What follows belongs to an exercise in optimizing a design on an open flow for small area, a short achievable clock period and few clock cycles per item; a production flow would make more cautious choices. At most, simulation tests tie the RTL to the original design; equivalence was not proved.

==> maple: inputs <==
// cc_top
module cc_top #(
    parameter int max_actions = 10
) (
    input  logic            clk,
    input  logic            rst_n,
    input  logic            color_valid,
    input  logic [2:0]      color,
    input  logic            action_valid,
    input  logic [7:0]      action,
    output logic            out_valid,
    output logic [6:0]      score
);
clock: 10.0 ns
lec_check: 0
cap_margin: 20
core_margin: 2
core_utilization: 58
cts_buf_list: sky130_fd_sc_hd__clkbuf_8
slew_margin: 20
standard.sh (not shown) runs the stock make flow with config.mk's settings and CLKGATE_MAP_FILE= SYNTH_SCRIPT=/design/flow/synth_recipe.tcl, a recipe that flattens the netlist after the stock synthesis.
==> flow/flow/run.sh <==
#!/bin/bash
# The standard layout with two changes: ABC's default mapping script in
# synthesis (flow/synth.tcl), and plain buffers (not delay buffers) on the
# ports. Each tool's output is kept in the ORFS logs; make's in orfs_make.log.
set -euo pipefail
here=$(pwd)
bash standard.sh SYNTH_SCRIPT="$here/flow/synth.tcl" \
  BUFFER_PORTS_ARGS="-buffer_cell sky130_fd_sc_hd__buf_4" SETUP_SLACK_MARGIN=6.7 finish > orfs_make.log 2>&1
==> flow/flow/synth.tcl <==
# synth_recipe.tcl (the standard synthesis), except that ABC maps the logic
# with its default script for a liberty library instead of ORFS's speed
# script. Registers are mapped before ABC runs, so they are the standard
# synthesis's, with the same names and cells.
proc synth {args} { yosys synth -nofsm -noshare {*}$args }
proc abc {args} {
  set i [lsearch -exact $args -script]
  if {$i >= 0} {
    set args [lreplace $args $i [expr {$i + 1}]]
  }
  puts "OWN-FLOW abc $args"
  yosys abc {*}$args
}
source $::env(SCRIPTS_DIR)/synth.tcl
# left out here: clear keep_hierarchy, flatten, clean up, hide names made inside functions, write 1_2_yosys.v
==> inputs of pepper, as changes to maple <==
--- a/flow/design.v
+++ b/flow/design.v
@@ -65,36 +65,38 @@
     logic [n-1:0]   full;
     logic [n-1:0]   swap_v;
     logic [n-1:0]   swap_h;
     logic [n-1:0]   touched;
     logic [n-1:0]   hold;
     logic [n-1:0]   keep;
     logic [n-1:0]   load;
     logic [n-1:0]   clear;
-    logic [dim:0]   load_row;    
-    logic [dim-1:0] load_col;    
+    logic [2:0]     load_row;
+    logic [2:0]     load_col;
     logic           stale;
     logic           blank;
     always_ff @(posedge clk or negedge rst_n) begin
         if (!rst_n) begin
-            load_row <= 7'd1;
-            load_col <= 6'd1;
+            load_row <= '0;
+            load_col <= '0;
             stale    <= 1'b1;
         end else if (game_end) begin
-            load_row <= 7'd1;
-            load_col <= 6'd1;
+            load_row <= '0;
+            load_col <= '0;
         end else begin
             if (color_valid || action_valid) begin
                 stale <= 1'b0;
             end
-            if (color_valid && !load_row[dim]) begin
-                load_col <= {load_col[dim-2:0], load_col[dim-1]};
-                if (load_col[dim-1]) begin
-                    load_row <= {load_row[dim-1:0], 1'b0};
+            if (color_valid && load_row != 3'(dim)) begin
+                if (load_col == 3'(dim - 1)) begin
+                    load_col <= '0;
+                    load_row <= load_row + 3'd1;
+                end else begin
+                    load_col <= load_col + 3'd1;
                 end
             end
         end
     end
     assign blank = wipe || stale;
     always_comb begin
         for (int k = 0; k < n; k++) begin
             full[k] = board[3*k +: 3] != cc_pkg::empty;
@@ -105,17 +107,17 @@
             if (k / dim < dim - 1) swap_v[k] = vrows[k / dim] && cols[k % dim];
             if (k % dim < dim - 1) swap_h[k] = hrows[k / dim] && cols[k % dim];
         end
         for (int k = 0; k < n; k++) begin
             touched[k] = swap_v[k] || swap_h[k];
             if (k / dim > 0) touched[k] = touched[k] || swap_v[k - dim];
             if (k % dim > 0) touched[k] = touched[k] || swap_h[k - 1];
             keep[k] = !(blank || touched[k]);
-            load[k] = color_valid && load_row[k / dim] && load_col[k % dim];
+            load[k] = color_valid && load_row == 3'(k / dim) && load_col == 3'(k % dim);
         end
     end
     assign illegal = |(touched & ~full);
     always_comb begin
         for (int k = 0; k < n; k++) begin
             hold[k]  = touched[k] && illegal;
             clear[k] = clear_mask[k] && action_valid && !illegal;
         end
@@ -276,24 +278,20 @@
     output logic                             wipe,
     output logic                             out_valid,
     output logic [6:0]                       score
 );
     localparam int lines = 2 * cc_pkg::board_dim;
     logic [3*lines-1:0] cnt_l;
     logic               act_l;
     logic               end_l;
-    logic [5:0]         row_0;
-    logic [5:0]         row_1;
-    logic [5:0]         row_2;
-    logic [5:0]         sum_0;
-    logic [5:0]         sum_1;
-    logic [5:0]         sum_2;
-    logic [6:0]         acc_a;
-    logic [6:0]         acc_b;
+    logic [5:0]         row_a;
+    logic [5:0]         row_b;
+    logic [5:0]         sum_a;
+    logic [5:0]         sum_b;
     logic               act_q;
     logic               end_q;
     logic [6:0]         total;
     logic [6:0]         total_nxt;
     assign game_end = started && !action_valid;
     assign wipe     = end_l;
     sum12 sum12_inst (
         .in_0  (cnt_l[0 +: 3]),
@@ -303,48 +301,38 @@
         .in_4  (cnt_l[12 +: 3]),
         .in_5  (cnt_l[15 +: 3]),
         .in_6  (cnt_l[18 +: 3]),
         .in_7  (cnt_l[21 +: 3]),
         .in_8  (cnt_l[24 +: 3]),
         .in_9  (cnt_l[27 +: 3]),
         .in_10 (cnt_l[30 +: 3]),
         .in_11 (cnt_l[33 +: 3]),
-        .row_0 (row_0),
-        .row_1 (row_1),
-        .row_2 (row_2)
+        .row_a (row_a),
+        .row_b (row_b)
     );
     always_ff @(posedge clk) begin
         cnt_l <= line_counts;
-        sum_0 <= row_0;
-        sum_1 <= row_1;
-        sum_2 <= row_2;
+        sum_a <= row_a;
+        sum_b <= row_b;
     end
     always_ff @(posedge clk or negedge rst_n) begin
         if (!rst_n) begin
             act_l <= 1'b0;
             end_l <= 1'b0;
             act_q <= 1'b0;
             end_q <= 1'b0;
         end else begin
             act_l <= (action_valid || started) && !illegal;
             end_l <= game_end;
             act_q <= act_l;
             end_q <= end_l;
         end
     end
-    sum4 sum4_inst (
-        .in_0  (total),
-        .in_1  (act_q ? 7'(sum_0) : 7'd0),
-        .in_2  (act_q ? 7'(sum_1) : 7'd0),
-        .in_3  (act_q ? 7'(sum_2) : 7'd0),
-        .row_0 (acc_a),
-        .row_1 (acc_b)
-    );
-    assign total_nxt = acc_a + acc_b;
+    assign total_nxt = total + (act_q ? 7'(sum_a) + 7'(sum_b) : 7'd0);
     always_ff @(posedge clk or negedge rst_n) begin
         if (!rst_n) begin
             total     <= '0;
             out_valid <= 1'b0;
             score     <= '0;
         end else begin
             total     <= end_q ? 7'd0 : total_nxt;
             out_valid <= end_q;
@@ -360,21 +348,20 @@
     input  logic [2:0] in_4,
     input  logic [2:0] in_5,
     input  logic [2:0] in_6,
     input  logic [2:0] in_7,
     input  logic [2:0] in_8,
     input  logic [2:0] in_9,
     input  logic [2:0] in_10,
     input  logic [2:0] in_11,
-    output logic [5:0] row_0,
-    output logic [5:0] row_1,
-    output logic [5:0] row_2
+    output logic [5:0] row_a,
+    output logic [5:0] row_b
 );
-    logic t1, t2, t3, t4, t5, t6, t7, t8, t9, t10, t11, t12, t13, t14, t15, t16, t17, t18, t19, t20, t21, t22, t23, t24, t25, t26, t27, t28, t29, t30, t31, t32, t33, t34, t35, t36, t37, t38, t39, t40, t41, t42, t43, t44, t45, t46, t47, t48, t49, t50;
+    logic t1, t2, t3, t4, t5, t6, t7, t8, t9, t10, t11, t12, t13, t14, t15, t16, t17, t18, t19, t20, t21, t22, t23, t24, t25, t26, t27, t28, t29, t30, t31, t32, t33, t34, t35, t36, t37, t38, t39, t40, t41, t42, t43, t44, t45, t46, t47, t48, t49, t50, t51, t52, t53, t54;
     assign t1 = in_0[0] ^ in_1[0] ^ in_2[0];
     assign t2 = (in_0[0] & in_1[0]) | (in_0[0] & in_2[0]) | (in_1[0] & in_2[0]);
     assign t3 = in_3[0] ^ in_4[0] ^ in_5[0];
     assign t4 = (in_3[0] & in_4[0]) | (in_3[0] & in_5[0]) | (in_4[0] & in_5[0]);
     assign t5 = in_6[0] ^ in_7[0] ^ in_8[0];
     assign t6 = (in_6[0] & in_7[0]) | (in_6[0] & in_8[0]) | (in_7[0] & in_8[0]);
     assign t7 = in_9[0] ^ in_10[0] ^ in_11[0];
     assign t8 = (in_9[0] & in_10[0]) | (in_9[0] & in_11[0]) | (in_10[0] & in_11[0]);
@@ -415,84 +402,32 @@
     assign t43 = t32 ^ t34 ^ t35;
     assign t44 = (t32 & t34) | (t32 & t35) | (t34 & t35);
     assign t45 = t37 ^ t13 ^ t15;
     assign t46 = (t37 & t13) | (t37 & t15) | (t13 & t15);
     assign t47 = t38 ^ t39 ^ t41;
     assign t48 = (t38 & t39) | (t38 & t41) | (t39 & t41);
     assign t49 = t40 ^ t42 ^ t43;
     assign t50 = (t40 & t42) | (t40 & t43) | (t42 & t43);
-    assign row_0[0] = t25;
-    assign row_1[0] = t7;
-    assign row_2[0] = 1'b0;
-    assign row_0[1] = t45;
-    assign row_1[1] = 1'b0;
-    assign row_2[1] = 1'b0;
-    assign row_0[2] = t46;
-    assign row_1[2] = t47;
-    assign row_2[2] = 1'b0;
-    assign row_0[3] = t48;
-    assign row_1[3] = t49;
-    assign row_2[3] = t24;
-    assign row_0[4] = t50;
-    assign row_1[4] = t44;
-    assign row_2[4] = t36;
-    assign row_0[5] = 1'b0;
-    assign row_1[5] = 1'b0;
-    assign row_2[5] = 1'b0;
-endmodule
-module sum4 (
-    input  logic [6:0] in_0,
-    input  logic [6:0] in_1,
-    input  logic [6:0] in_2,
-    input  logic [6:0] in_3,
-    output logic [6:0] row_0,
-    output logic [6:0] row_1
-);
-    logic t1, t2, t3, t4, t5, t6, t7, t8, t9, t10, t11, t12, t13, t14, t15, t16, t17, t18, t19, t20, t21, t22, t23, t24, t25, t26;
-    assign t1 = in_0[0] ^ in_1[0] ^ in_2[0];
-    assign t2 = (in_0[0] & in_1[0]) | (in_0[0] & in_2[0]) | (in_1[0] & in_2[0]);
-    assign t3 = in_0[1] ^ in_1[1] ^ in_2[1];
-    assign t4 = (in_0[1] & in_1[1]) | (in_0[1] & in_2[1]) | (in_1[1] & in_2[1]);
-    assign t5 = in_0[2] ^ in_1[2] ^ in_2[2];
-    assign t6 = (in_0[2] & in_1[2]) | (in_0[2] & in_2[2]) | (in_1[2] & in_2[2]);
-    assign t7 = in_0[3] ^ in_1[3] ^ in_2[3];
-    assign t8 = (in_0[3] & in_1[3]) | (in_0[3] & in_2[3]) | (in_1[3] & in_2[3]);
-    assign t9 = in_0[4] ^ in_1[4] ^ in_2[4];
-    assign t10 = (in_0[4] & in_1[4]) | (in_0[4] & in_2[4]) | (in_1[4] & in_2[4]);
-    assign t11 = in_0[5] ^ in_1[5] ^ in_2[5];
-    assign t12 = (in_0[5] & in_1[5]) | (in_0[5] & in_2[5]) | (in_1[5] & in_2[5]);
-    assign t13 = in_0[6] ^ in_1[6] ^ in_2[6];
-    assign t14 = (in_0[6] & in_1[6]) | (in_0[6] & in_2[6]) | (in_1[6] & in_2[6]);
-    assign t15 = t2 ^ t3 ^ in_3[1];
-    assign t16 = (t2 & t3) | (t2 & in_3[1]) | (t3 & in_3[1]);
-    assign t17 = t4 ^ t5 ^ in_3[2];
-    assign t18 = (t4 & t5) | (t4 & in_3[2]) | (t5 & in_3[2]);
-    assign t19 = t6 ^ t7 ^ in_3[3];
-    assign t20 = (t6 & t7) | (t6 & in_3[3]) | (t7 & in_3[3]);
-    assign t21 = t8 ^ t9 ^ in_3[4];
-    assign t22 = (t8 & t9) | (t8 & in_3[4]) | (t9 & in_3[4]);
-    assign t23 = t10 ^ t11 ^ in_3[5];
-    assign t24 = (t10 & t11) | (t10 & in_3[5]) | (t11 & in_3[5]);
-    assign t25 = t12 ^ t13 ^ in_3[6];
-    assign t26 = (t12 & t13) | (t12 & in_3[6]) | (t13 & in_3[6]);
-    assign row_0[0] = t1;
-    assign row_1[0] = in_3[0];
-    assign row_0[1] = t15;
-    assign row_1[1] = 1'b0;
-    assign row_0[2] = t16;
-    assign row_1[2] = t17;
-    assign row_0[3] = t18;
-    assign row_1[3] = t19;
-    assign row_0[4] = t20;
-    assign row_1[4] = t21;
-    assign row_0[5] = t22;
-    assign row_1[5] = t23;
-    assign row_0[6] = t24;
-    assign row_1[6] = t25;
+    assign t51 = t48 ^ t49 ^ t24;
+    assign t52 = (t48 & t49) | (t48 & t24) | (t49 & t24);
+    assign t53 = t50 ^ t44 ^ t36;
+    assign t54 = (t50 & t44) | (t50 & t36) | (t44 & t36);
+    assign row_a[0] = t25;
+    assign row_b[0] = t7;
+    assign row_a[1] = t45;
+    assign row_b[1] = 1'b0;
+    assign row_a[2] = t46;
+    assign row_b[2] = t47;
+    assign row_a[3] = t51;
+    assign row_b[3] = 1'b0;
+    assign row_a[4] = t52;
+    assign row_b[4] = t53;
+    assign row_a[5] = t54;
+    assign row_b[5] = 1'b0;
 endmodule
 `timescale 1ns/1ns
 module cc_top #(
     parameter int max_actions = 10
 ) (
     input  logic            clk,
     input  logic            rst_n,
     input  logic            color_valid,
==> flow/flow/run.sh (replaced) <==
#!/bin/bash
# The standard layout with two changes: ABC's default mapping script in
# synthesis (flow/synth.tcl), and plain buffers (not delay buffers) on the
# ports. Each tool's output is kept in the ORFS logs; make's in orfs_make.log.
set -euo pipefail
here=$(pwd)
bash standard.sh SYNTH_SCRIPT="$here/flow/synth.tcl" \
  BUFFER_PORTS_ARGS="-buffer_cell sky130_fd_sc_hd__buf_4" SETUP_SLACK_MARGIN=6.5 finish > orfs_make.log 2>&1
- CORE_UTILIZATION: 58 -> 50
- CTS_BUF_LIST: sky130_fd_sc_hd__clkbuf_8 -> unset
==> inputs of tundra, as changes to maple <==
==> flow/flow/run.sh (replaced) <==
#!/bin/bash
# The standard layout with two changes: ABC's default mapping script in
# synthesis (flow/synth.tcl), and plain buffers (not delay buffers) on the
# ports. Each tool's output is kept in the ORFS logs; make's in orfs_make.log.
set -euo pipefail
here=$(pwd)
bash standard.sh SYNTH_SCRIPT="$here/flow/synth.tcl" \
  BUFFER_PORTS_ARGS="-buffer_cell sky130_fd_sc_hd__buf_4" SETUP_SLACK_MARGIN=6.5 finish > orfs_make.log 2>&1
- CORE_UTILIZATION: 58 -> 50
- CTS_BUF_LIST: sky130_fd_sc_hd__clkbuf_8 -> unset
==> flow_metrics.tcl <==
set metrics [dict create \
    post_dp_cell_area_mm2 0.0162 \
    postCtsSetupRepairBufs 27 \
    ir_worst_vdd_mv 0.163 \
    run_status "complete, no violations" \
    netlist_area_mm2 0.0158 \
]
The numbers above come from pepper.

==> flow_metrics.tcl <==
set metrics [dict create \
    run_status "complete, no violations" \
    startpoint "action_queue_inst.vrows[1]" \
    postCtsSetupRepairBufs 2 \
    post_dp_cell_area_mm2 0.0166 \
    ir_worst_vdd_mv 0.222 \
    crit_path_max_incr_delay_ps 560 \
]
The numbers above come from tundra.

==> flow_metrics.tcl <==
set metrics [dict create \
    netlist_area_mm2 0.0161 \
    largest_reg_flops 108 \
    bufAreaShareNonClock_pct 4.82 \
    postCtsSetupRepairBufs 21 \
    ir_worst_vdd_mv 0.151 \
    syn_avg_cell_area_um2 8.17 \
    run_status "complete, no violations" \
    post_dp_cell_area_mm2 0.0165 \
]
The numbers above come from maple.

Testbench counts of pepper, summed over its fixed seeds: cycles 23,520, games 480.
No functional check of the RTL was part of maple and tundra.

==> afterwards: timing with drivers on the ports <==
The results above use ideal ports. As a check the final layouts listed here were re-extracted and re-timed, cells and wires unchanged. Step 1, drivers: a clkbuf_16 drives clk and a buf_2 each remaining input, both assumed. Step 2 adds t to the input delays and takes it off the output delays; t is the mean of the earliest and latest rising clock arrival at the registers after step 1. Input paths then give back, and output paths get back, about the clock's delay inside the block. a / b / c = ideal / step 1 / step 2; a / b = the first two.
run | t, ns | slack for setup (ns) | worst setup path after step 2 | worst slew at a driven data input, ns
maple | 0.615 | 6.622 / 6.622 / 6.404 | input to register | 0.03
pepper | 0.596 | 6.530 / 6.530 / 6.128 | input to register | 0.04
tundra | 0.620 | 6.478 / 6.478 / 6.221 | input to register | 0.05
After both steps setup and hold are still met in every run listed. The setup slack of pepper, which loses most, moves by 0.000 ns with the drivers and by -0.402 ns with both steps.
